What follows belongs to an exercise in optimizing a design on an open flow for small area; a production flow would make more cautious choices.
Only simulation tests tie the RTL to the original design; equivalence was not proved.
No driver is modelled on the clock port, so clocking that relies on it looks cheaper here than on a real chip.

==> design/flow/design.v <==
`timescale 1ns/1ps
package ddr_traffic_pkg;
  localparam int BANK_BITS  = 2;
  localparam int ROW_BITS   = 13;
  localparam int COL_BITS   = 9;
  localparam int DATA_BYTES = 16;
  localparam int DATA_BITS  = DATA_BYTES * 8;
  localparam int ADDR_STEP = 4;
  typedef struct packed {
    logic [BANK_BITS-1:0] bank;
    logic [ROW_BITS-1:0]  row;
    logic [COL_BITS-1:0]  col;
  } mem_addr_t;
  typedef logic [DATA_BITS-1:0]  data_word_t;
  typedef logic [DATA_BYTES-1:0] byte_en_t;
  typedef enum logic [1:0] {
    idle,
    seq_addr,
    dm_pin,
    addr_pin
  } test_mode_t;
endpackage
`timescale 1ns/1ps
module ddr_lfsr8 (
  input  logic                      clk,
  input  logic                      reset_n,
  input  logic                      local_wdata_req,
  input  logic                      local_rdata_valid,
  input  logic                      dm_mode,
  input  logic                      reset_data,
  input  logic                      reset_be,
  output ddr_traffic_pkg::byte_en_t be
);
  logic       all_ones;
  logic [3:0] lane;
  logic       be_step;
  assign be_step = dm_mode && ((local_wdata_req && !reset_data) || local_rdata_valid);
  always_ff @(posedge clk or negedge reset_n)
  begin
    if (!reset_n)
      all_ones <= 1'b1;
    else if (reset_be)
      all_ones <= 1'b0;
    else if (!be_step && (!dm_mode || reset_data))
      all_ones <= 1'b1;
  end
  always_ff @(posedge clk)
  begin
    if (reset_be)
      lane <= '0;
    else if (be_step)
      lane <= lane ^ {&lane[2:0], &lane[1:0], lane[0], 1'b1};
  end
  logic [3:0] lo;
  logic [3:0] hi;
  always_comb
  begin
    for (int i = 0; i < 4; i++)
    begin
      lo[i] = (lane[1:0] == 2'(i));
      hi[i] = (lane[3:2] == 2'(i));
    end
    for (int i = 0; i < ddr_traffic_pkg::DATA_BYTES; i++)
      be[i] = all_ones || (lo[i % 4] && hi[i / 4]);
  end
endmodule
`timescale 1ns/1ps
module ddr_test_sequencer (
  input  logic                        clk,
  input  logic                        reset_n,
  input  logic                        local_ready,
  input  logic                        local_wdata_req,
  input  logic                        local_rdata_valid,
  input  logic                        reached_max,
  output logic                        write_req,
  output logic                        read_req,
  output logic                        reset_address,
  output logic                        reset_be,
  output logic                        reset_data,
  output logic                        dgen_load,
  output logic                        first_write,
  output logic                        active,
  output ddr_traffic_pkg::test_mode_t test,
  output logic                        test_complete
);
  typedef enum logic [3:0] {
    s_start      = 4'b0000,   
    s_start_done = 4'b0001,   
    s_select0    = 4'b0010,   
    s_select1    = 4'b0011,   
    s_zero_w1    = 4'b0100,
    s_zero_write = 4'b0101,
    s_write1     = 4'b0110,   
    s_write      = 4'b0111,
    s_zero_drain = 4'b1100,
    s_reload     = 4'b1101,
    s_wdrain1    = 4'b1000,
    s_wdrain     = 4'b1001,
    s_complete   = 4'b1010,
    s_rdrain     = 4'b1011,
    s_read1      = 4'b1110,
    s_read       = 4'b1111
  } seq_state_t;
  seq_state_t state;
  logic [6:0] remaining;
  logic       accept;
  logic       strobe;
  logic       read_phase;
  logic       drained;
  assign write_req     = (state == s_zero_w1) || (state == s_zero_write) ||
                         (state == s_write1) || (state == s_write);
  assign read_req      = (state == s_read1) || (state == s_read);
  assign reset_data    = (state == s_zero_w1) || (state == s_zero_write) ||
                         (state == s_zero_drain) || (state == s_reload);
  assign first_write   = (state == s_zero_w1) || (state == s_write1);
  assign reset_address = (state == s_select1) || (state == s_reload) ||
                         (state == s_wdrain1) || (state == s_complete);
  assign reset_be      = (state == s_reload) || (state == s_read1);
  assign dgen_load     = (state == s_reload) || (state == s_read1) || (state == s_complete);
  assign active        = !((state == s_start) || (state == s_start_done) || (state == s_select0) ||
                           (state == s_select1) || (state == s_complete));
  assign test_complete = (state == s_start_done);
  assign read_phase    = (state == s_read1) || (state == s_read) || (state == s_rdrain);
  assign accept  = (write_req | read_req) & local_ready;
  assign strobe  = read_phase ? local_rdata_valid : local_wdata_req;
  assign drained = (remaining == '0);
  logic       count_up;
  logic       count_step;
  logic [6:0] toggle;
  assign count_up   = accept && !strobe;
  assign count_step = count_up || (!accept && strobe && !drained);
  always_comb
  begin
    toggle[0] = count_step;
    for (int i = 1; i < 7; i++)
      toggle[i] = toggle[i-1] && (remaining[i-1] == count_up);
  end
  always_ff @(posedge clk or negedge reset_n)
  begin
    if (!reset_n)
      remaining <= '0;
    else if ((state == s_select0) || (state == s_select1))
      remaining <= '0;
    else
      remaining <= remaining ^ toggle;
  end
  always_ff @(posedge clk or negedge reset_n)
  begin
    if (!reset_n)
    begin
      state <= s_start;
      test  <= ddr_traffic_pkg::seq_addr;
    end
    else
    begin
      case (state)
        s_start, s_start_done:
          state <= s_select0;
        s_select0:
        begin
          test  <= ddr_traffic_pkg::seq_addr;
          state <= s_write1;
        end
        s_select1:
        begin
          if (test == ddr_traffic_pkg::seq_addr)
          begin
            test  <= ddr_traffic_pkg::dm_pin;
            state <= s_zero_w1;
          end
          else
          begin
            test  <= ddr_traffic_pkg::addr_pin;
            state <= s_write1;
          end
        end
        s_zero_w1:
          state <= s_zero_write;
        s_zero_write:
          if (accept && reached_max)
            state <= s_zero_drain;
        s_zero_drain:
          if (drained)
            state <= s_reload;
        s_reload:
          state <= s_write;
        s_write1:
          state <= s_write;
        s_write:
          if (accept && reached_max)
            state <= s_wdrain1;
        s_wdrain1, s_wdrain:
          state <= drained ? s_read1 : s_wdrain;
        s_read1:
          state <= s_read;
        s_read:
          if (accept && reached_max)
            state <= s_rdrain;
        s_rdrain:
          if (drained)
            state <= (test == ddr_traffic_pkg::addr_pin) ? s_complete : s_select1;
        s_complete:
          state <= s_start_done;
        default:
          state <= s_start;
      endcase
    end
  end
endmodule
`timescale 1ns/1ps
module ddr_addr_gen #(
  parameter int MAX_ROW  = 3,
  parameter int MAX_COL  = 16,
  parameter int MAX_BANK = 3
) (
  input  logic                        clk,
  input  logic                        reset_n,
  input  logic                        local_ready,
  input  logic                        write_req,
  input  logic                        read_req,
  input  logic                        active,
  input  logic                        reset_address,
  input  ddr_traffic_pkg::test_mode_t test,
  output ddr_traffic_pkg::mem_addr_t  addr,
  output logic                        reached_max
);
  logic [1:0]  bank;
  logic [4:0]  pos;      
  logic        walk;
  logic        advance;
  logic        phase;
  logic [3:0]  u;
  logic [13:1] hit;
  logic [12:0] walk_row;
  logic [6:0]  walk_col;
  assign walk    = test[1];    
  assign advance = local_ready && (write_req || read_req) && active;
  assign phase   = pos[4];
  assign u       = pos[3:0];
  assign reached_max = walk ? (phase && (u[3:1] == 3'b111)) : (pos[4:2] == 3'b111) && (bank == 2'd3);
  always_comb
  begin
    for (int i = 1; i <= 13; i++)
      hit[i] = (u == 4'(i));
    for (int i = 0; i < 13; i++)
      walk_row[i] = phase ^ hit[i + 1];
    for (int m = 0; m < 7; m++)
      walk_col[m] = phase ^ (hit[m + 1] || ((m <= 5) && hit[m + 8 > 13 ? 13 : m + 8]));
  end
  assign addr.bank = bank;
  assign addr.row  = walk ? walk_row : {11'd0, pos[4:3]};
  assign addr.col  = walk ? {walk_col, 2'b00} : {4'd0, pos[2:0], 2'b00};
  always_ff @(posedge clk or negedge reset_n)
  begin
    if (!reset_n)
    begin
      bank <= '0;
      pos  <= '0;
    end
    else if (reset_address)
    begin
      bank <= '0;
      pos  <= '0;
    end
    else if (advance)
    begin
      if (walk)
      begin
        bank <= bank ^ {bank[0], 1'b1};
        if (!phase && (u == 4'd13))
          pos <= 5'b10001;
        else
          pos[3:0] <= u ^ {&u[2:0], &u[1:0], u[0], 1'b1};
      end
      else if (pos[2] == 1'b1)
      begin
        pos[2:0] <= '0;
        pos[4:3] <= pos[4:3] ^ {pos[3], 1'b1};
        if (pos[4:3] == 2'd3)
          bank <= bank ^ {bank[0], 1'b1};
      end
      else
        pos[2:0] <= pos[2:0] ^ {&pos[1:0], pos[0], 1'b1};
    end
  end
endmodule
`timescale 1ns/1ps
module ddr_data_gen (
  input  logic                        clk,
  input  logic                        reset_n,
  input  logic                        local_wdata_req,
  input  logic                        local_rdata_valid,
  input  logic                        reset_data,
  input  logic                        dgen_load,
  input  logic                        first_write,
  output ddr_traffic_pkg::data_word_t wdata,
  output ddr_traffic_pkg::data_word_t expected
);
  logic [7:0] s;
  logic [7:0] ldata;
  logic       feedback;
  assign feedback = s[7] ^ s[5] ^ s[4] ^ s[3];
  always_ff @(posedge clk or negedge reset_n)
  begin
    if (!reset_n)
      s <= 8'd1;
    else if (dgen_load)
      s <= ldata;
    else if (!reset_data && (local_wdata_req || local_rdata_valid))
      s <= {s[6:0], feedback};
  end
  always_ff @(posedge clk)
  begin
    if (first_write)
      ldata <= s;
  end
  logic x0;
  logic x1;
  logic x2;
  logic x3;
  logic x4;
  logic x5;
  logic x6;
  logic x7;
  logic x8;
  logic x9;
  logic x10;
  logic x11;
  logic x12;
  logic x13;
  logic x14;
  logic x15;
  logic x16;
  logic x17;
  logic x18;
  logic x19;
  logic x20;
  logic x21;
  logic x22;
  logic x23;
  logic x24;
  logic x25;
  logic x26;
  logic x27;
  logic x28;
  logic x29;
  logic x30;
  logic x31;
  logic x32;
  logic x33;
  logic x34;
  logic x35;
  logic x36;
  logic x37;
  logic x38;
  logic x39;
  logic x40;
  logic x41;
  logic x42;
  logic x43;
  logic x44;
  logic x45;
  logic x46;
  logic x47;
  logic x48;
  logic x49;
  logic x50;
  logic x51;
  logic x52;
  logic x53;
  logic x54;
  logic x55;
  logic x56;
  logic x57;
  logic x58;
  logic x59;
  logic x60;
  logic x61;
  logic x62;
  logic x63;
  logic x64;
  logic x65;
  logic x66;
  logic x67;
  logic x68;
  logic x69;
  logic x70;
  logic x71;
  logic x72;
  logic x73;
  logic x74;
  logic x75;
  logic x76;
  logic x77;
  logic x78;
  logic x79;
  logic x80;
  logic x81;
  logic x82;
  logic x83;
  logic x84;
  logic x85;
  logic x86;
  logic x87;
  logic x88;
  logic x89;
  logic x90;
  logic x91;
  logic x92;
  logic x93;
  logic x94;
  logic x95;
  logic x96;
  logic x97;
  logic x98;
  logic x99;
  logic x100;
  logic x101;
  logic x102;
  logic x103;
  logic x104;
  logic x105;
  logic x106;
  logic x107;
  logic x108;
  logic x109;
  logic x110;
  logic x111;
  logic x112;
  logic x113;
  assign x0 = s[0] ^ s[2];
  assign x1 = s[1] ^ x0;
  assign x2 = s[1] ^ s[3];
  assign x3 = x0 ^ s[3];
  assign x4 = s[2] ^ x2;
  assign x5 = x0 ^ x2;
  assign x6 = s[2] ^ s[4];
  assign x7 = x1 ^ x6;
  assign x8 = s[0] ^ x6;
  assign x9 = s[1] ^ x8;
  assign x10 = x3 ^ x6;
  assign x11 = x2 ^ s[4];
  assign x12 = s[0] ^ x11;
  assign x13 = s[3] ^ x6;
  assign x14 = x2 ^ x6;
  assign x15 = s[0] ^ x14;
  assign x16 = x0 ^ s[5];
  assign x17 = s[3] ^ s[5];
  assign x18 = x4 ^ x17;
  assign x19 = x0 ^ x18;
  assign x20 = s[1] ^ x17;
  assign x21 = x0 ^ x17;
  assign x22 = s[2] ^ x20;
  assign x23 = x6 ^ s[5];
  assign x24 = s[1] ^ x23;
  assign x25 = x11 ^ x21;
  assign x26 = s[4] ^ x17;
  assign x27 = x5 ^ x23;
  assign x28 = x6 ^ x17;
  assign x29 = s[0] ^ x28;
  assign x30 = s[1] ^ x28;
  assign x31 = x1 ^ x26;
  assign x32 = s[0] ^ s[6];
  assign x33 = s[1] ^ x32;
  assign x34 = x0 ^ x33;
  assign x35 = x2 ^ s[6];
  assign x36 = x2 ^ x32;
  assign x37 = x1 ^ x36;
  assign x38 = s[4] ^ x33;
  assign x39 = x6 ^ s[6];
  assign x40 = x6 ^ x33;
  assign x41 = x3 ^ x39;
  assign x42 = s[4] ^ x35;
  assign x43 = s[3] ^ x39;
  assign x44 = x13 ^ x32;
  assign x45 = x6 ^ x36;
  assign x46 = x17 ^ s[6];
  assign x47 = s[5] ^ x36;
  assign x48 = s[2] ^ x46;
  assign x49 = x16 ^ x36;
  assign x50 = x1 ^ x46;
  assign x51 = x12 ^ x47;
  assign x52 = x16 ^ x39;
  assign x53 = x23 ^ x32;
  assign x54 = x14 ^ x46;
  assign x55 = s[4] ^ x46;
  assign x56 = s[1] ^ x55;
  assign x57 = x26 ^ x33;
  assign x58 = x20 ^ x39;
  assign x59 = x23 ^ x36;
  assign x60 = s[1] ^ s[7];
  assign x61 = x0 ^ s[7];
  assign x62 = s[2] ^ x60;
  assign x63 = x0 ^ x60;
  assign x64 = x2 ^ x62;
  assign x65 = s[3] ^ x61;
  assign x66 = x6 ^ x63;
  assign x67 = x6 ^ s[7];
  assign x68 = x6 ^ x60;
  assign x69 = s[0] ^ x68;
  assign x70 = x4 ^ x68;
  assign x71 = x3 ^ x67;
  assign x72 = x11 ^ x63;
  assign x73 = s[5] ^ x61;
  assign x74 = s[5] ^ x62;
  assign x75 = s[5] ^ x63;
  assign x76 = x4 ^ x75;
  assign x77 = x17 ^ x62;
  assign x78 = x16 ^ x67;
  assign x79 = x23 ^ x62;
  assign x80 = x16 ^ x68;
  assign x81 = s[5] ^ x67;
  assign x82 = s[0] ^ x81;
  assign x83 = s[2] ^ x80;
  assign x84 = x26 ^ s[7];
  assign x85 = x26 ^ x60;
  assign x86 = x21 ^ x68;
  assign x87 = x17 ^ x68;
  assign x88 = x26 ^ x63;
  assign x89 = x32 ^ s[7];
  assign x90 = s[2] ^ x89;
  assign x91 = s[3] ^ x89;
  assign x92 = x2 ^ x89;
  assign x93 = x35 ^ x63;
  assign x94 = x8 ^ x90;
  assign x95 = s[6] ^ x68;
  assign x96 = s[6] ^ x70;
  assign x97 = x35 ^ x68;
  assign x98 = x13 ^ x89;
  assign x99 = x35 ^ x67;
  assign x100 = x16 ^ x90;
  assign x101 = s[5] ^ x89;
  assign x102 = x23 ^ x95;
  assign x103 = s[1] ^ x101;
  assign x104 = s[6] ^ x75;
  assign x105 = x46 ^ x60;
  assign x106 = x20 ^ x89;
  assign x107 = x21 ^ x89;
  assign x108 = s[4] ^ x101;
  assign x109 = s[6] ^ x81;
  assign x110 = s[5] ^ x95;
  assign x111 = s[4] ^ x106;
  assign x112 = x46 ^ x67;
  assign x113 = x46 ^ x68;
  assign expected[7:0] = {s[7], s[6], s[5], s[4], s[3], s[2], s[1], s[0]};
  assign expected[15:8] = {x94, x46, x23, x11, x3, x87, x45, x69};
  assign expected[23:16] = {x17, x6, x2, x0, x85, x44, x68, x36};
  assign expected[31:24] = {x55, x28, x14, x5, x88, x104, x92, x98};
  assign expected[39:32] = {x39, x20, x8, x79, x41, x67, x35, x16};
  assign expected[47:40] = {x64, x34, x19, x76, x107, x54, x27, x73};
  assign expected[55:48] = {x112, x58, x31, x75, x106, x93, x99, x50};
  assign expected[63:56] = {s[1], s[0], x84, x43, x22, x9, x80, x101};
  assign expected[71:64] = {x105, x53, x60, x32, x70, x37, x18, x7};
  assign expected[79:72] = {x85, x44, x68, x36, x72, x110, x57, x61};
  assign expected[87:80] = {x62, x33, x71, x109, x56, x29, x74, x38};
  assign expected[95:88] = {x95, x47, x65, x113, x59, x63, x111, x90};
  assign expected[103:96] = {x30, x15, x83, x103, x91, x97, x49, x25};
  assign expected[111:104] = {x78, x100, x51, x26, x13, x4, x1, x86};
  assign expected[119:112] = {x89, x96, x48, x24, x12, x82, x102, x52};
  assign expected[127:120] = {x10, x81, x42, x21, x77, x40, x66, x108};
  assign wdata = reset_data ? '0 : expected;
endmodule
`timescale 1ns/1ps
module ddr_read_checker (
  input  logic                        clk,
  input  logic                        reset_n,
  input  logic                        local_rdata_valid,
  input  ddr_traffic_pkg::data_word_t local_rdata,
  input  ddr_traffic_pkg::data_word_t expected,
  input  ddr_traffic_pkg::byte_en_t   be,
  output ddr_traffic_pkg::byte_en_t   pnf_per_byte,
  output logic                        pnf_persist
);
  ddr_traffic_pkg::byte_en_t compare;
  ddr_traffic_pkg::byte_en_t compare_reg;
  ddr_traffic_pkg::byte_en_t compare_valid;
  logic     last_rdata_valid;
  logic     rdata_seen;
  logic     rdata_seen_d1;
  logic     rdata_seen_d2;
  logic     persist_pre;
  logic     persist_hold;
  always_comb
  begin
    for (int lane = 0; lane < ddr_traffic_pkg::DATA_BYTES; lane++)
      compare[lane] = be[lane] ? (expected[8*lane +: 8] == local_rdata[8*lane +: 8]) :
                                 (local_rdata[8*lane +: 8] == 8'd0);
  end
  assign persist_hold = rdata_seen_d2 ? persist_pre : 1'b1;
  always_ff @(posedge clk)
    compare_reg <= compare;
  always_ff @(posedge clk or negedge reset_n)
  begin
    if (!reset_n)
    begin
      compare_valid    <= '1;
      pnf_per_byte     <= '1;
      last_rdata_valid <= 1'b0;
      rdata_seen       <= 1'b0;
      rdata_seen_d1    <= 1'b0;
      rdata_seen_d2    <= 1'b0;
      persist_pre      <= 1'b0;
      pnf_persist      <= 1'b0;
    end
    else
    begin
      last_rdata_valid <= local_rdata_valid;
      if (local_rdata_valid)
        rdata_seen <= 1'b1;
      rdata_seen_d1 <= rdata_seen;
      rdata_seen_d2 <= rdata_seen_d1;
      if (last_rdata_valid)
        compare_valid <= compare_reg;
      persist_pre  <= (&compare_valid) && rdata_seen_d1 && persist_hold;
      pnf_per_byte <= compare_valid;
      pnf_persist  <= persist_pre;
    end
  end
endmodule
`timescale 1ns/1ps
module ddr_traffic_driver #(
  parameter int MAX_ROW  = 3,
  parameter int MAX_COL  = 16,
  parameter int MAX_BANK = 3
) (
  input  logic                        clk,
  input  logic                        reset_n,
  input  logic                        local_ready,
  input  logic                        local_wdata_req,
  input  logic                        local_rdata_valid,
  input  ddr_traffic_pkg::data_word_t local_rdata,
  output ddr_traffic_pkg::mem_addr_t  local_addr,
  output logic                        local_write_req,
  output logic                        local_read_req,
  output ddr_traffic_pkg::data_word_t local_wdata,
  output ddr_traffic_pkg::byte_en_t   local_be,
  output ddr_traffic_pkg::byte_en_t   pnf_per_byte,
  output logic                        pnf_persist,
  output logic                        test_complete,
  output logic [7:0]                  test_status
);
  logic                        reached_max;
  logic                        reset_address;
  logic                        reset_be;
  logic                        reset_data;
  logic                        dgen_load;
  logic                        first_write;
  logic                        active;
  ddr_traffic_pkg::test_mode_t test;
  logic                        dm_mode;
  ddr_traffic_pkg::data_word_t expected;
  assign dm_mode     = active && (test == ddr_traffic_pkg::dm_pin);
  assign test_status = {test_complete, 3'b000, active && (test == ddr_traffic_pkg::addr_pin),
                        dm_mode, 1'b0, active && (test == ddr_traffic_pkg::seq_addr)};
  ddr_test_sequencer u_sequencer (
    .clk               (clk),
    .reset_n           (reset_n),
    .local_ready       (local_ready),
    .local_wdata_req   (local_wdata_req),
    .local_rdata_valid (local_rdata_valid),
    .reached_max       (reached_max),
    .write_req         (local_write_req),
    .read_req          (local_read_req),
    .reset_address     (reset_address),
    .reset_be          (reset_be),
    .reset_data        (reset_data),
    .dgen_load         (dgen_load),
    .first_write       (first_write),
    .active            (active),
    .test              (test),
    .test_complete     (test_complete)
  );
  ddr_addr_gen #(
    .MAX_ROW  (MAX_ROW),
    .MAX_COL  (MAX_COL),
    .MAX_BANK (MAX_BANK)
  ) u_addr_gen (
    .clk           (clk),
    .reset_n       (reset_n),
    .local_ready   (local_ready),
    .write_req     (local_write_req),
    .read_req      (local_read_req),
    .active        (active),
    .reset_address (reset_address),
    .test          (test),
    .addr          (local_addr),
    .reached_max   (reached_max)
  );
  ddr_data_gen u_data_gen (
    .clk               (clk),
    .reset_n           (reset_n),
    .local_wdata_req   (local_wdata_req),
    .local_rdata_valid (local_rdata_valid),
    .reset_data        (reset_data),
    .dgen_load         (dgen_load),
    .first_write       (first_write),
    .wdata             (local_wdata),
    .expected          (expected)
  );
  ddr_lfsr8 u_be_gen (
    .clk               (clk),
    .reset_n           (reset_n),
    .local_wdata_req   (local_wdata_req),
    .local_rdata_valid (local_rdata_valid),
    .dm_mode           (dm_mode),
    .reset_data        (reset_data),
    .reset_be          (reset_be),
    .be                (local_be)
  );
  ddr_read_checker u_read_checker (
    .clk               (clk),
    .reset_n           (reset_n),
    .local_rdata_valid (local_rdata_valid),
    .local_rdata       (local_rdata),
    .expected          (expected),
    .be                (local_be),
    .pnf_per_byte      (pnf_per_byte),
    .pnf_persist       (pnf_persist)
  );
endmodule
==> design/flow/flow/run.sh <==
#!/bin/bash
# The standard layout with these changes: synthesis maps the logic with an area-oriented ABC
# script (flow/abc_map.script) and without Yosys's half/full adder extraction, the port
# buffers use the smallest buffer, and clock tree synthesis adds no dummy loads.
set -euo pipefail
export MY_ABC_SCRIPT="$PWD/flow/abc_map.script"
export BUFFER_PORTS_ARGS="-buffer_cell sky130_fd_sc_hd__buf_1"
export CTS_ARGS="-sink_clustering_enable -repair_clock_nets -buf_list {sky130_fd_sc_hd__clkbuf_8 sky130_fd_sc_hd__clkbuf_4} -dont_use_dummy_load"
bash standard.sh "SYNTH_SCRIPT=$PWD/flow/synth.tcl" "ADDER_MAP_FILE=" finish > standard.log 2>&1
==> design/flow/flow/abc_map.script <==
strash
&get -n
&dch -f
&nf -R 1000
&put
strash
dch -f
amap
==> design/flow/flow/synth.tcl <==
# The standard flow's synthesis script (synth_recipe.tcl), with an area-oriented ABC script for the
# technology mapping of the logic between the registers
proc synth {args} { yosys synth -nofsm -noshare {*}$args }
proc abc {args} {
  set i [lsearch -exact $args -script]
  if {$i >= 0} { set args [lreplace $args $i [expr {$i + 1}] -script $::env(MY_ABC_SCRIPT)] }
  yosys abc {*}$args
}
source $::env(SCRIPTS_DIR)/synth.tcl
# left out here: clear keep_hierarchy, flatten, clean up, hide names made inside functions, write 1_2_yosys.v
==> design/flow/standard.sh <==
#!/bin/bash
# synth_recipe.tcl (not shown) runs the flow's synth.tcl, then flattens the netlist and writes it again
# the make line also repeats each setting of config.mk as NAME=value (left out here)
make -C /OpenROAD-flow-scripts/flow DESIGN_CONFIG=/design/flow/config.mk WORK_HOME=/design/flow/orfs CLKGATE_MAP_FILE= SYNTH_SCRIPT=/design/flow/synth_recipe.tcl "${@:-finish}"
==> design/flow/config.mk <==
export PLATFORM = sky130hd
export DESIGN_NAME = ddr_traffic_driver
export DESIGN_NICKNAME = ddr_traffic_driver
export VERILOG_FILES = /design/flow/design.v
export SDC_FILE = /design/flow/constraint.sdc
export NUM_CORES = 4
export LEC_CHECK = 0
export ABC_AREA = 1
export CAP_MARGIN = 20
export CORE_MARGIN = 2
export CORE_UTILIZATION = 62
export CTS_BUF_LIST = sky130_fd_sc_hd__clkbuf_8 sky130_fd_sc_hd__clkbuf_4
export SLEW_MARGIN = 20
==> design/flow/constraint.sdc <==
create_clock -name core_clock -period 5.0 [get_ports {clk}]
set_input_delay 1.0000 -clock core_clock [delete_from_list [all_inputs] [get_ports {clk}]]
set_output_delay 1.0000 -clock core_clock [all_outputs]
set_load 0.01 [all_outputs]
==> parameters.txt, run 1 <==
Parameter                              Value

Global routing
  Antenna violations before repair ... 0
  Wire length of the first global-routing pass ... 46,700 um
  Overall routing resource usage ... 47.4%
  Leftover overflow at the end of global routing ... 0
  Vias in the first global route ... 8,955
  Largest net degree at the start of global routing ... 102

Floorplan
  Number of I/O pins ... 329
  DIE AREA ... 12,400 sq um
  Cell Rows ... 39
  Floorplan die width ... 111 um
  CORE AREA ... 11,300 sq um
  Starting utilization of the core area ... 62.9%
  Die boundary height ... 111 um

Synth
  FF+latch count, synth ... 95
  Post-Synthesis Cell Area ... 7120 sq um
  Synthesized instance count ... 1,000
  Main flop type after synthesis ... dfstp_2
  Number of warnings issued by yosys ... 5
  Ys async rst share ... 70.5%
  Distinct cells, synth ... 45
  Post-synthesis sequential area ratio ... 33.1%
  Post-synthesis area per instance ... 7.12 sq um
  Number of enable flip-flop cells after synthesis ... 8

Timing
  Max-slew violations ... 0
  Final min period ... 4.75 ns
  Fin Hold WS ... 0.353 ns
  Final setup TNS ... 0 ns
  Final worst path period share ... 94.9%
  Setup repair after global routing missed its margin ... no
  Total setup violations reported at the end of the flow ... 0
  Max-slew headroom ... 26.2%
  Worst slew pin tran ... 1.10 ns
  Hold Violations, Final ... 0
  Post-Route Skew ... 0.0325 ns
  Achievable clock frequency ... 211 MHz

Drt
  Final routed wirelength across all metal layers ... 30,600 um
  Remaining antenna violation count ... 0
  Detailed-route wire length per cell ... 20.3 um
  Remaining design rule violation count ... 0
  DR vias ... 10,200
  Via-to-Cell Ratio ... 6.76
  Iteration count of the initial detailed-routing pass ... 6
  Iteration-0 DRC Markers ... 1,612

Clocking
  Worst skew pair latency ... 0.37 ns
  Number of sinks driven by the clock tree ... 95
  Cts bufs inserted ... 9
  Hold buffer count at cts ... 0
  Root buffer selected by CTS ... clkbuf_8
  Buffer depth of the longest clock path ... 2
  CTS tree ... done
  Clock slew seen by the registers of the worst setup and hold paths ... 0.10 ns
  Maximum level of the CTS H-tree ... 3

Critical path
  Most used cell along the critical path ... clkinv_1
  Reg-to-reg setup timing slack ... 0.88 ns
  Stages on worst setup path ... 12
  Cell breakdown of the critical path ... clkinv_1 > buf_4 > o22ai_1 > clkinv_1 > o22ai_1 > buf_4 > clkinv_1 > o22ai_2 > clkinv_1 > o22ai_1 > nor2b_1 > buf_1
  Arrival time at the worst endpoint ... 3.75 ns
  Stage delay of the slowest cell on the critical path ... 0.70 ns
  Setup crit end kind ... output port
  CP Buf/Inv Count ... 7
  Reg2reg path depth ... 15
  Reg-to-reg endpoint ... u_read_checker.compare_reg[10]
  Family of cells with the greatest summed delay on the critical path ... buffers and inverters
  Slowest stage cell on the critical path ... dfstp_2
  Sort of element at the start of the critical path ... flop
  Worst Setup Path Type ... reg2out
  R2R Path Start ... u_data_gen.s[2]
  Maximum fanout encountered on the critical timing path ... 14
  Critical Path RT ... 4.00 ns

Min path
  Start point of the worst hold path ... u_read_checker.compare_valid[2]
  Min-Delay Path Class ... reg2reg
  Depth of the worst hold-timing path ... 0
  Hold worst-path end ... u_read_checker.pnf_per_byte[2]

Final layout
  Count of fill cells added during filler insertion ... 896
  Commonest non-fill, non-tap cell in the layout ... buf_1
  Non-filler cells in the finished layout ... 1,504
  Commonest cells after routing, fill and taps aside ... buf_1 (321), nor2_1 (239), o22ai_1 (122), nand2_1 (100), clkinv_1 (99)
  Fraction of layout cells with a size suffix above 1 ... 6.76%
  Layout-stage area growth over the synthesis result ... 25.0%
  Finished layout cell area ... 8900 sq um
  Post-layout nets ... 1,495

Place
  Instance area after placement ... 8740 sq um
  Post-placement cell count ... 1,494
  Half-perimeter wire length after placement ... 24,000 um
  Count of port buffers added during placement ... 322
  Global placement routability congestion ... 1.08

Run
  Number of violations of the max-capacitance limit ... 0

Outcome
  Outcome ... complete, no violations
repair_timing:
item                                    4_1_cts  5_1_grt
setup buffers                                 0        0
gates resized for setup                       0        5
endpoints found under the setup margin        0        7
synthesized netlist by cell type (all sizes together) (2+ instances only):
| library cell | n | area share (%) |
|---|---|---|
| o22a | 17 | 2.1 |
| dfxtp | 20 | 5.6 |
| nor3 | 10 | 0.70 |
| a32o | 3 | 0.42 |
| or4 | 13 | 1.4 |
| dfrtp | 32 | 11 |
| edfxtp | 8 | 3.4 |
| a21oi | 43 | 3.0 |
| a31oi | 3 | 0.26 |
| nor2b | 16 | 1.4 |
| nor2 | 240 | 13 |
| nand3 | 6 | 0.42 |
| o32ai | 6 | 0.74 |
| o21ai | 60 | 4.2 |
| o211ai | 5 | 0.53 |
| nand4 | 7 | 0.61 |
| a22oi | 5 | 0.53 |
| o2111ai | 15 | 1.8 |
| dfstp | 35 | 13 |
| buf | 15 | 1.6 |
| nand2 | 100 | 5.3 |
| o41ai | 5 | 0.61 |
| or3 | 7 | 0.61 |
| a222oi | 3 | 0.42 |
| a2111oi | 11 | 1.4 |
| a211oi | 15 | 1.6 |
| o22ai | 129 | 11 |
| o221ai | 18 | 2.2 |
| o21a | 7 | 0.74 |
| nor4 | 15 | 1.3 |
| a221oi | 15 | 1.8 |
| a32oi | 2 | 0.25 |
| or2 | 3 | 0.26 |
| clkinv | 99 | 5.2 |
| a221o | 2 | 0.28 |
metal layers:
layer / global-route usage [%] / up-vias / part of all wire, %
met2: 73.8 / 920 / 44
li1: - / 4482 / -
met3: 14.1 / 212 / 15
met5: 0 / - / 0
met4: 27.0 / 0 / 6.6
met1: 58.6 / 4549 / 34
cell families after synthesis:
kind of cell / count (synthesis) / synth area share (%)
DFF: 95 / 33.1
xor gates and xnor gates: 1 / 0.123
and+or+nand+nor: 418 / 24.7
AOI/OAI and AO/OA: 371 / 35.1
other: 1 / 0.0526
buffers and inverters: 114 / 6.80
worst register-to-register path, delay by kind of cell, from the launching register on:
family | cells | cell delay, ns
flip-flops | 1 | 0.56
buffers and inverters | 6 | 1.14
AO/OA/AOI/OAI | 8 | 2.31
AND/OR/NAND/NOR | 1 | 0.07
through the flow:
step,setup slack (ns),util (%)
2_1_floorplan,0.0231,-
3_3_place_gp,0.652,77.2
3_5_place_dp,0.522,77.2
4_1_cts,0.128,78.3
5_1_grt,0.0148,78.6
6_report,0.254,78.6
worst max path at each step:
stage | startpoint | to
floorplan | u_data_gen.s[2] | local_wdata[118]
global placement | u_data_gen.s[0] | local_wdata[120]
detailed placement | u_data_gen.s[0] | local_wdata[26]
CTS | u_data_gen.s[0] | local_wdata[26]
global route | u_data_gen.s[0] | local_wdata[120]
finish | u_data_gen.s[0] | local_wdata[120]
cell type report:
cell class                      instances  area, sq um  area share, %
Timing Repair Buffer                  361         1520           17.0
Inverter                               99          372           4.17
Tap cell                              143          179           2.01
Clock buffer                            9          124           1.39
Antenna cell                            1         2.50         0.0281
Multi-Input combinational cell        796         4350           48.9
Sequential cell                        95         2360           26.5
==> inputs of run 2 (changes only) <==
--- a/design/flow/config.mk
+++ b/design/flow/config.mk
@@ -8,6 +8,6 @@
 export ABC_AREA = 1
 export CAP_MARGIN = 20
 export CORE_MARGIN = 2
-export CORE_UTILIZATION = 62
+export CORE_UTILIZATION = 55
 export CTS_BUF_LIST = sky130_fd_sc_hd__clkbuf_8 sky130_fd_sc_hd__clkbuf_4
 export SLEW_MARGIN = 20
==> run 2 against run 1 <==
- still clean
- utilization decreased by 8.4 points
- die area increased by 12%
- final cell count increased by 1.5%
- sequential share of layout area increased by 0.12 points
- via count decreased by 3.1%
- non-clock buffer count decreased by 6
- first-iteration DRC count decreased by 4.2%
- final area decreased by 0.39%
- wire length increased by 2.1%
- fmax increased by 0.95%
- critical path type unchanged
==> parameters.txt, run 2 <==
Parameter                              Value

Timing
  Total setup violations reported at the end of the flow ... 0
  Post-Route Skew ... 0.0336 ns
  Final min period ... 4.70 ns
  Max-slew headroom ... 42.3%
  Max-slew violations ... 0
  Final worst path period share ... 94.0%
  Achievable clock frequency ... 213 MHz
  Setup repair after global routing missed its margin ... no
  Worst slew pin tran ... 0.855 ns
  Final setup TNS ... 0 ns
  Hold Violations, Final ... 0

Synth
  Number of warnings issued by yosys ... 5
  Synth area leaders ... dfstp_2 (13%), nor2_1 (13%), o22ai_1 (11%)
  Biggest area consumer among synthesized cells ... dfstp_2
  FF+latch count, synth ... 95
  Main flop type after synthesis ... dfstp_2
  Synthesized instance count ... 1,000
  Post-synthesis area per instance ... 7.12 sq um
  Number of enable flip-flop cells after synthesis ... 8
  Post-synthesis sequential area ratio ... 33.1%
  Post-Synthesis Cell Area ... 7120 sq um
  Ys async rst share ... 70.5%
  Area share of the leading cell type in the synthesized netlist ... 12.9%
  Distinct cells, synth ... 45
  Synth top cells by count ... nor2_1 (240), o22ai_1 (129), nand2_1 (100)
  Top-count cell post-synth ... nor2_1

Drt
  DR vias ... 9,847
  Metal1 wirelength ... 11,600 um
  Via-to-Cell Ratio ... 6.45
  Remaining design rule violation count ... 0
  Detailed-route wire length per cell ... 20.5 um
  Final routed wirelength across all metal layers ... 31,200 um
  DR WL met3 ... 4320 um
  Total met2 wirelength after detailed routing ... 13,800 um
  Iteration count of the initial detailed-routing pass ... 9
  Remaining antenna violation count ... 0
  Max Used Layer ... met5
  Iteration-0 DRC Markers ... 1,544

Run
  Number of violations of the max-capacitance limit ... 0

Floorplan
  Number of I/O pins ... 329
  CORE AREA ... 12,600 sq um
  Starting utilization of the core area ... 56.5%
  Cell Rows ... 41
  Floorplan die width ... 118 um
  DIE AREA ... 13,900 sq um
  Die boundary height ... 118 um

Global routing
  Wire length of the first global-routing pass ... 46,700 um
  Vias in the first global route ... 8,619
  Overall routing resource usage ... 42.6%
  Largest net degree at the start of global routing ... 69
  Antenna violations before repair ... 1
  Leftover overflow at the end of global routing ... 0

Critical path
  CP Buf/Inv Count ... 9
  Arrival time at the worst endpoint ... 3.70 ns
  Worst Setup Path Type ... reg2out
  Reg2reg path depth ... 15
  Critical Path RT ... 4.00 ns
  Sort of element at the start of the critical path ... flop
  Stages on worst setup path ... 15
  Family of cells with the greatest summed delay on the critical path ... buffers and inverters
  Slowest stage cell on the critical path ... dfrtp_2
  Maximum fanout encountered on the critical timing path ... 11
  Cell breakdown of the critical path ... clkinv_1 > buf_4 > o22ai_2 > clkinv_1 > o22ai_1 > buf_4 > clkinv_1 > o22ai_2 > buf_4 > clkinv_1 > o22ai_2 > clkinv_1 > o22ai_1 > nor2b_1 > buf_1
  Stage delay of the slowest cell on the critical path ... 0.49 ns
  Setup crit end kind ... output port
  Most used cell along the critical path ... clkinv_1

Clocking
  CTS tree ... done
  Hold buffer count at cts ... 0
  Worst skew pair latency ... 0.37 ns
  Maximum level of the CTS H-tree ... 3
  Buffer depth of the longest clock path ... 2
  Clock slew seen by the registers of the worst setup and hold paths ... 0.11 ns
  Number of sinks driven by the clock tree ... 95
  Root buffer selected by CTS ... clkbuf_8
  Cts bufs inserted ... 9

Final layout
  Antenna fix cells ... 0
  Post-layout nets ... 1,489
  Fraction of layout cells with a size suffix above 1 ... 6.35%
  Commonest non-fill, non-tap cell in the layout ... buf_1
  Non-filler cells in the finished layout ... 1,526
  Layout-stage area growth over the synthesis result ... 24.5%
  Commonest cells after routing, fill and taps aside ... buf_1 (321), nor2_1 (239), o22ai_1 (124), nand2_1 (100), clkinv_1 (98)
  Final core utilization ... 70.3%

Min path
  Depth of the worst hold-timing path ... 0
  Min-Delay Path Class ... reg2reg

Outcome
  Outcome ... complete, no violations

Place
  Count of port buffers added during placement ... 322
  Post-placement cell count ... 1,517
  Half-perimeter wire length after placement ... 24,700 um
  Global placement routability congestion ... 1.12
## run 2: cell counts after synthesis
No cell type changed its count.
## run 2: worst paths after layout
path                       slack (ns)                              end                        startpoint
setup / recovery                 0.30                 local_wdata[118]                   u_data_gen.s[2]
hold / removal                   0.36  u_read_checker.pnf_per_byte[10]  u_read_checker.compare_valid[10]
setup reg to reg                 0.80   u_read_checker.compare_reg[10]                   u_data_gen.s[2]
hold reg to reg                  0.36  u_read_checker.pnf_per_byte[10]  u_read_checker.compare_valid[10]
max in group asynchronous        3.52     u_read_checker.rdata_seen_d1                           reset_n
min in group asynchronous        0.50                  u_data_gen.s[3]                           reset_n
## run 2: final cells by class
class	instances	area, sq um
fillers	1143	3750
well taps	172	215
inverters	99	372
multi-input cells	796	4340
flip-flops and latches	95	2360
clock buffers	9	124
repair buffers	355	1460
## run 2: cells by family after synthesis
family | Yosys count | synth area share (%)
AO/OA/AOI/OAI | 371 | 35.1
AND/OR/NAND/NOR | 418 | 24.7
buffers and inverters | 114 | 6.80
flip-flops | 95 | 33.1
other | 1 | 0.0526
XOR/XNOR | 1 | 0.123
## run 2: worst reg2reg max path, cell delays in order (launching register included)
cell       delay [ns]
dfrtp_2          0.49
clkinv_1         0.14
buf_4            0.21
o22ai_2          0.19
clkinv_1         0.10
o22ai_1          0.15
buf_4            0.19
clkinv_1         0.24
o22ai_1          0.46
clkinv_1         0.22
o22ai_1          0.28
nor2_1           0.06
a2111oi_0        0.57
o221ai_1         0.22
a2111oi_0        0.40
a32o_1           0.21
## run 2: per-stage QoR
step | instance area [sq um] | setup WS, ns | hold slack, ns
final | 8870 | 0.299 | 0.355
after global routing | 8870 | 0.0494 | 0.360
after CTS | 8850 | 0.0986 | 0.355
after detailed placement | 8720 | 0.495 | 0.367
after global placement | 8720 | 0.560 | 0.360
after floorplan | 7160 | 0.0231 | 0.347
## run 2: timing repair
action	CTS	global route
gates resized for setup	0	5
buffers inserted	0	0
setup endpoints to repair	0	6
## run 2: metal layers
layer / vias to the layer above / global-route usage [%]
li1: 4469 / -
met1: 4393 / 56.3
met2: 828 / 68.3
met3: 155 / 9.45
met4: 2 / 16.6
met5: - / 0
==> inputs of run 3 (changes only) <==
--- a/design/flow/flow/run.sh
+++ b/design/flow/flow/run.sh
@@ -6,4 +6,5 @@
 export MY_ABC_SCRIPT="$PWD/flow/abc_map.script"
 export BUFFER_PORTS_ARGS="-buffer_cell sky130_fd_sc_hd__buf_1"
 export CTS_ARGS="-sink_clustering_enable -repair_clock_nets -buf_list {sky130_fd_sc_hd__clkbuf_8 sky130_fd_sc_hd__clkbuf_4} -dont_use_dummy_load"
+export POST_CTS_TCL="$PWD/flow/post_cts.tcl"
 bash standard.sh "SYNTH_SCRIPT=$PWD/flow/synth.tcl" "ADDER_MAP_FILE=" finish > standard.log 2>&1
==> design/flow/flow/post_cts.tcl (new file) <==
# After clock tree synthesis: downsize gates on paths that have slack to spare, then legalize.
estimate_parasitics -placement
repair_timing -recover_power 100 -verbose
detailed_placement
check_placement -verbose
estimate_parasitics -placement
report_worst_slack
==> run 3 against run 2 <==
- critical endpoint is now local_wdata[101]
- still clean
- sequential cell count unchanged
- worst hold slack improved by 0.018 ns
- area after synthesis stayed put
- final cell count is essentially flat
==> parameters.txt, run 3 <==
Parameter                              Value

Outcome
  Outcome ... complete, no violations

Timing
  Max-slew headroom ... 43.0%
  Post-Route Skew ... 0.0331 ns
  Setup repair after global routing missed its margin ... yes
  Final min period ... 4.85 ns
  Hold Violations, Final ... 0
  Worst slew pin tran ... 0.846 ns
  Final worst path period share ... 97.0%
  Achievable clock frequency ... 206 MHz
  Max-slew violations ... 0
  Total setup violations reported at the end of the flow ... 0

Drt
  Final routed wirelength across all metal layers ... 31,100 um
  DR WL met3 ... 4340 um
  Remaining design rule violation count ... 0
  Detailed-route wire length per cell ... 20.4 um
  Iteration-0 DRC Markers ... 1,528
  Total met2 wirelength after detailed routing ... 13,800 um
  Iteration count of the initial detailed-routing pass ... 8
  DR vias ... 9,803
  Max Used Layer ... met5
  Remaining antenna violation count ... 0
  Metal1 wirelength ... 11,500 um
  Via-to-Cell Ratio ... 6.42

Clocking
  Clock slew seen by the registers of the worst setup and hold paths ... 0.08 ns
  CTS tree ... done
  Worst skew pair latency ... 0.38 ns
  Number of sinks driven by the clock tree ... 95

Final layout
  Non-filler cells in the finished layout ... 1,527
  Footprint of the flip-flops and latches ... 2360 sq um
  Layout-stage area growth over the synthesis result ... 24.1%
  Commonest non-fill, non-tap cell in the layout ... buf_1
  Final core utilization ... 70.1%
  Fraction of layout cells with a size suffix above 1 ... 4.35%
  Count of fill cells added during filler insertion ... 1,151
  Commonest cells after routing, fill and taps aside ... buf_1 (320), nor2_1 (239), o22ai_1 (124), nand2_1 (100), clkinv_1 (98)
  Antenna fix cells ... 0
  Multi-input logic area ... 4340 sq um
  Post-layout nets ... 1,490

Floorplan
  Floorplan die width ... 118 um
  Number of I/O pins ... 329
  CORE AREA ... 12,600 sq um
  Starting utilization of the core area ... 56.5%
  Die boundary height ... 118 um
  Cell Rows ... 41
  DIE AREA ... 13,900 sq um

Place
  Global placement routability congestion ... 1.12
  Half-perimeter wire length after placement ... 24,700 um
  Count of port buffers added during placement ... 322
  Post-placement cell count ... 1,517

Synth
  Ys async rst share ... 70.5%
  Synth area leaders ... dfstp_2 (13%), nor2_1 (13%), o22ai_1 (11%)
  Post-synthesis sequential area ratio ... 33.1%
  Biggest area consumer among synthesized cells ... dfstp_2
  Area share of the leading cell type in the synthesized netlist ... 12.9%
  Post-Synthesis Cell Area ... 7120 sq um
  Top-count cell post-synth ... nor2_1
  Number of warnings issued by yosys ... 5
  Number of enable flip-flop cells after synthesis ... 8
  FF+latch count, synth ... 95
  Synthesized instance count ... 1,000
  Distinct cells, synth ... 45
  Post-synthesis area per instance ... 7.12 sq um
  Synth top cells by count ... nor2_1 (240), o22ai_1 (129), nand2_1 (100)
  Main flop type after synthesis ... dfstp_2

Critical path
  Arrival time at the worst endpoint ... 3.85 ns
  Sort of element at the start of the critical path ... flop
  Maximum fanout encountered on the critical timing path ... 12
  Critical Path RT ... 4.00 ns
  Worst Setup Path Type ... reg2out
  Setup crit end kind ... output port

Global routing
  Largest net degree at the start of global routing ... 69
  Antenna violations before repair ... 1
  Vias in the first global route ... 8,616
  Leftover overflow at the end of global routing ... 0
  Overall routing resource usage ... 42.6%
  Wire length of the first global-routing pass ... 46,700 um

Run
  Number of violations of the max-capacitance limit ... 0

Min path
  Min-Delay Path Class ... reg2reg
==> run 3: cell counts after synthesis <==
No cell type changed its count.
==> run 3: worst paths after layout <==
kind	cells past startpoint	slack, ns	start	to
worst max-delay path	15	0.15	u_data_gen.s[2]	local_wdata[101]
worst min-delay path	0	0.37	u_read_checker.rdata_seen_d1	u_read_checker.rdata_seen_d2
worst max register to register	15	0.51	u_data_gen.s[5]	u_read_checker.compare_reg[14]
worst min register to register	0	0.37	u_read_checker.rdata_seen_d1	u_read_checker.rdata_seen_d2
max in group asynchronous	2	3.15	reset_n	u_read_checker.rdata_seen_d1
min in group asynchronous	1	0.62	reset_n	u_data_gen.s[5]
==> run 3: critical path, cell delays in order (launching register included) <==
cell	delay, ns
dfrtp_2	0.47
clkinv_1	0.12
buf_4	0.21
o22ai_1	0.22
buf_4	0.24
o22ai_1	0.09
buf_4	0.18
clkinv_1	0.16
o22ai_2	0.08
buf_4	0.19
clkinv_1	0.07
clkbuf_1	0.49
o22ai_2	0.25
o21ai_0	0.43
nor2_1	0.10
buf_1	0.16
==> run 3: logic make-up (layout without fill, tap and decap cells) <==
| logic type | count (synthesis) | in the layout | synth area share (%) |
|---|---|---|---|
| simple gates | 418 | 418 | 24.7 |
| compound gates | 371 | 371 | 35.1 |
| buf+inv | 114 | 464 | 6.80 |
| flops | 95 | 95 | 33.1 |
| other cells | 1 | 6 | 0.0526 |
| xor+xnor | 1 | 1 | 0.123 |
==> run 3: metal layers <==
metal / global-route usage [%] / vias up
met5: 0 / -
met4: 16.5 / 2
met3: 9.54 / 154
met2: 68.1 / 806
met1: 56.4 / 4366
li1: - / 4475
==> run 3: area by class of cell <==
class / count / area share (%)
clock buffer: 9 / 1.40
inverter: 99 / 4.24
multi-input combinational: 796 / 49.0
sequential: 95 / 26.7
tap: 172 / 2.43
timing repair buffer: 356 / 16.2
==> run 3: per-stage QoR <==
step	area (sq um)	hold WS (ns)	setup WS [ns]	setup TNS [ns]
final	8840	0.374	0.149	0
after global routing	8840	0.383	-0.0552	-0.0552
after detailed placement	8720	0.367	0.495	0
after global placement	8720	0.360	0.560	0
after floorplan	7160	0.347	0.0231	0
==> inputs of run 4 (changes only) <==
--- a/design/flow/flow/run.sh
+++ b/design/flow/flow/run.sh
@@ -1,7 +1,8 @@
 #!/bin/bash
 # The standard layout with these changes: synthesis maps the logic with an area-oriented ABC
 # script (flow/abc_map.script) and without Yosys's half/full adder extraction, the port
-# buffers use the smallest buffer, and clock tree synthesis adds no dummy loads.
+# buffers use the smallest buffer, clock tree synthesis adds no dummy loads, and after clock
+# tree synthesis gates on paths with slack to spare are downsized (flow/post_cts.tcl).
 set -euo pipefail
 export MY_ABC_SCRIPT="$PWD/flow/abc_map.script"
 export BUFFER_PORTS_ARGS="-buffer_cell sky130_fd_sc_hd__buf_1"
==> run 4 against run 3 <==
- final cell count unchanged
- critical path type unchanged
- global-route usage unchanged
- synthesized cell count unchanged
- count of clock-buffer cells in the layout stayed put
- worst hold slack did not move
- fmax unchanged
- wire length is the same
- utilization unchanged
- sequential cell count is the same
- register-to-register slack barely moved
- still clean on timing, DRC and antenna
- setup slack unchanged
==> parameters.txt, run 4 <==
Parameter                              Value

Outcome
  Outcome ... complete, no violations

Floorplan
  Die boundary height ... 118 um
  Cell Rows ... 41
  DIE AREA ... 13,900 sq um
  Number of I/O pins ... 329
  CORE AREA ... 12,600 sq um
  Floorplan die width ... 118 um
  Starting utilization of the core area ... 56.5%

Drt
  Iteration count of the initial detailed-routing pass ... 8
  Via-to-Cell Ratio ... 6.42
  Iteration-0 DRC Markers ... 1,528
  DR vias ... 9,803
  Final routed wirelength across all metal layers ... 31,100 um
  Detailed-route wire length per cell ... 20.4 um
  Remaining design rule violation count ... 0
  Remaining antenna violation count ... 0

Critical path
  Arrival time at the worst endpoint ... 3.85 ns
  Family of cells with the greatest summed delay on the critical path ... buffers and inverters
  Slowest stage cell on the critical path ... clkbuf_1
  Maximum fanout encountered on the critical timing path ... 12
  Critical Path RT ... 4.00 ns
  Setup crit end kind ... output port
  Stage delay of the slowest cell on the critical path ... 0.49 ns
  Worst Setup Path Type ... reg2out
  Most used cell along the critical path ... buf_4
  Cell breakdown of the critical path ... clkinv_1 > buf_4 > o22ai_1 > buf_4 > o22ai_1 > buf_4 > clkinv_1 > o22ai_2 > buf_4 > clkinv_1 > clkbuf_1 > o22ai_2 > o21ai_0 > nor2_1 > buf_1
  Sort of element at the start of the critical path ... flop
  CP Buf/Inv Count ... 9

Synth
  Post-Synthesis Cell Area ... 7120 sq um
  Ys async rst share ... 70.5%
  Biggest area consumer among synthesized cells ... dfstp_2
  Post-synthesis sequential area ratio ... 33.1%
  Distinct cells, synth ... 45
  FF+latch count, synth ... 95
  Top-count cell post-synth ... nor2_1
  Synth top cells by count ... nor2_1 (240), o22ai_1 (129), nand2_1 (100)
  Main flop type after synthesis ... dfstp_2
  Synth area leaders ... dfstp_2 (13%), nor2_1 (13%), o22ai_1 (11%)
  Number of warnings issued by yosys ... 5
  Post-synthesis area per instance ... 7.12 sq um
  Number of enable flip-flop cells after synthesis ... 8
  Synthesized instance count ... 1,000
  Area share of the leading cell type in the synthesized netlist ... 12.9%

Final layout
  Antenna fix cells ... 0
  Fraction of layout cells with a size suffix above 1 ... 4.35%
  Commonest cells after routing, fill and taps aside ... buf_1 (320), nor2_1 (239), o22ai_1 (124), nand2_1 (100), clkinv_1 (98)
  Commonest non-fill, non-tap cell in the layout ... buf_1
  Layout-stage area growth over the synthesis result ... 24.1%
  Count of fill cells added during filler insertion ... 1,151
  Finished layout cell area ... 8840 sq um
  Post-layout nets ... 1,490

Global routing
  Antenna violations before repair ... 1
  Leftover overflow at the end of global routing ... 0
  Vias in the first global route ... 8,616
  Overall routing resource usage ... 42.6%
  Largest net degree at the start of global routing ... 69
  Wire length of the first global-routing pass ... 46,700 um

Clocking
  Clock slew seen by the registers of the worst setup and hold paths ... 0.08 ns
  Number of sinks driven by the clock tree ... 95
  CTS tree ... done
  Worst skew pair latency ... 0.38 ns

Place
  Instance area after placement ... 8720 sq um
  Half-perimeter wire length after placement ... 24,700 um
  Count of port buffers added during placement ... 322
  Global placement routability congestion ... 1.12

Timing
  Max-slew headroom ... 43.0%
  Final worst path period share ... 97.0%
  Total setup violations reported at the end of the flow ... 0
  Final min period ... 4.85 ns
  Fin Hold WS ... 0.374 ns
  Achievable clock frequency ... 206 MHz
  Worst slew pin tran ... 0.846 ns
  Hold Violations, Final ... 0
  Max-slew violations ... 0
  Post-Route Skew ... 0.0331 ns
  Setup repair after global routing missed its margin ... yes

Run
  Number of violations of the max-capacitance limit ... 0

Min path
  Min-Delay Path Class ... reg2reg
-- run 4: cell counts after synthesis --
No cell type changed its count.
-- run 4: stage by stage --
step / std cells / TNS, ns / util [%] / setup WS [ns]
2_1_floorplan: 1005 / 0 / - / 0.0231
5_1_grt: 1527 / -0.0552 / 70.1 / -0.0552
6_report: 1527 / 0 / 70.1 / 0.149
3_5_place_dp: 1517 / 0 / 69.1 / 0.495
3_3_place_gp: 1517 / 0 / 69.1 / 0.560
-- run 4: metal layers --
metal	track usage, %	wire length, um	up-vias
met5	0	13	-
met1	56.4	11500	4366
met3	9.54	4340	154
li1	-	-	4475
met2	68.1	13800	806
met4	16.5	1440	2
-- run 4: worst register-to-register path, stage by stage (launching register included) --
cell	delay, ns
dfrtp_1	0.70
clkinv_1	0.17
o22ai_1	0.25
clkinv_1	0.10
clkbuf_1	0.32
o22ai_1	0.26
clkbuf_1	0.46
clkinvlp_4	0.44
o22ai_1	0.36
o22ai_1	0.13
a221o_1	0.26
a2111oi_0	0.33
o211ai_1	0.15
a211oi_1	0.19
nand3_1	0.10
o41ai_1	0.11
-- run 4: final cells by class --
class                           count  area, sq um  share of cell area (%)
Multi-Input combinational cell    796         4340                    49.0
Sequential cell                    95         2360                    26.7
Timing Repair Buffer              356         1430                    16.2
Inverter                           99          375                    4.24
Tap cell                          172          215                    2.43
Clock buffer                        9          124                    1.40
-- run 4: logic make-up after synthesis --
group	synth area share, %
buffers and inverters	6.80
AOI/OAI and AO/OA	35.1
other	0.0526
and+or+nand+nor	24.7
xor gates and xnor gates	0.123
DFF	33.1
-- run 4: path summary, 6_finish.rpt --
kind,startpoint,end,slack (ns),cells past startpoint
max,u_data_gen.s[2],local_wdata[101],0.15,15
min,u_read_checker.rdata_seen_d1,u_read_checker.rdata_seen_d2,0.37,0
max reg2reg,u_data_gen.s[5],u_read_checker.compare_reg[14],0.51,15
min reg2reg,u_read_checker.rdata_seen_d1,u_read_checker.rdata_seen_d2,0.37,0
max in group asynchronous,reset_n,u_read_checker.rdata_seen_d1,3.15,2
min in group asynchronous,reset_n,u_data_gen.s[5],0.62,1

-- separate check: timing with driven ports --
Ports are ideal in the flow. The routed layouts listed here were re-timed in OpenROAD. Step 1: set_driving_cell puts a clkbuf_16 on clk and a buf_2 on each other input, an assumption about the parent block. Step 2 also shifts input and output timing later by t, the mid clock arrival at the registers, as if the neighbouring blocks saw the same clock. Slacks: ideal ports / drivers / drivers and shift; pairs: ideal ports / drivers.
run | t (ns) | setup WS [ns] | worst slew at a driven data input, ns
run 1 | 0.389 | 0.254 / 0.219 / 0.608 | 0.06
run 2 | 0.395 | 0.299 / 0.260 / 0.655 | 0.08
run 3 | 0.402 | 0.149 / 0.106 / 0.509 | 0.07
run 4 | 0.402 | 0.149 / 0.106 / 0.509 | 0.07
After both steps setup and hold are still met in every run listed.
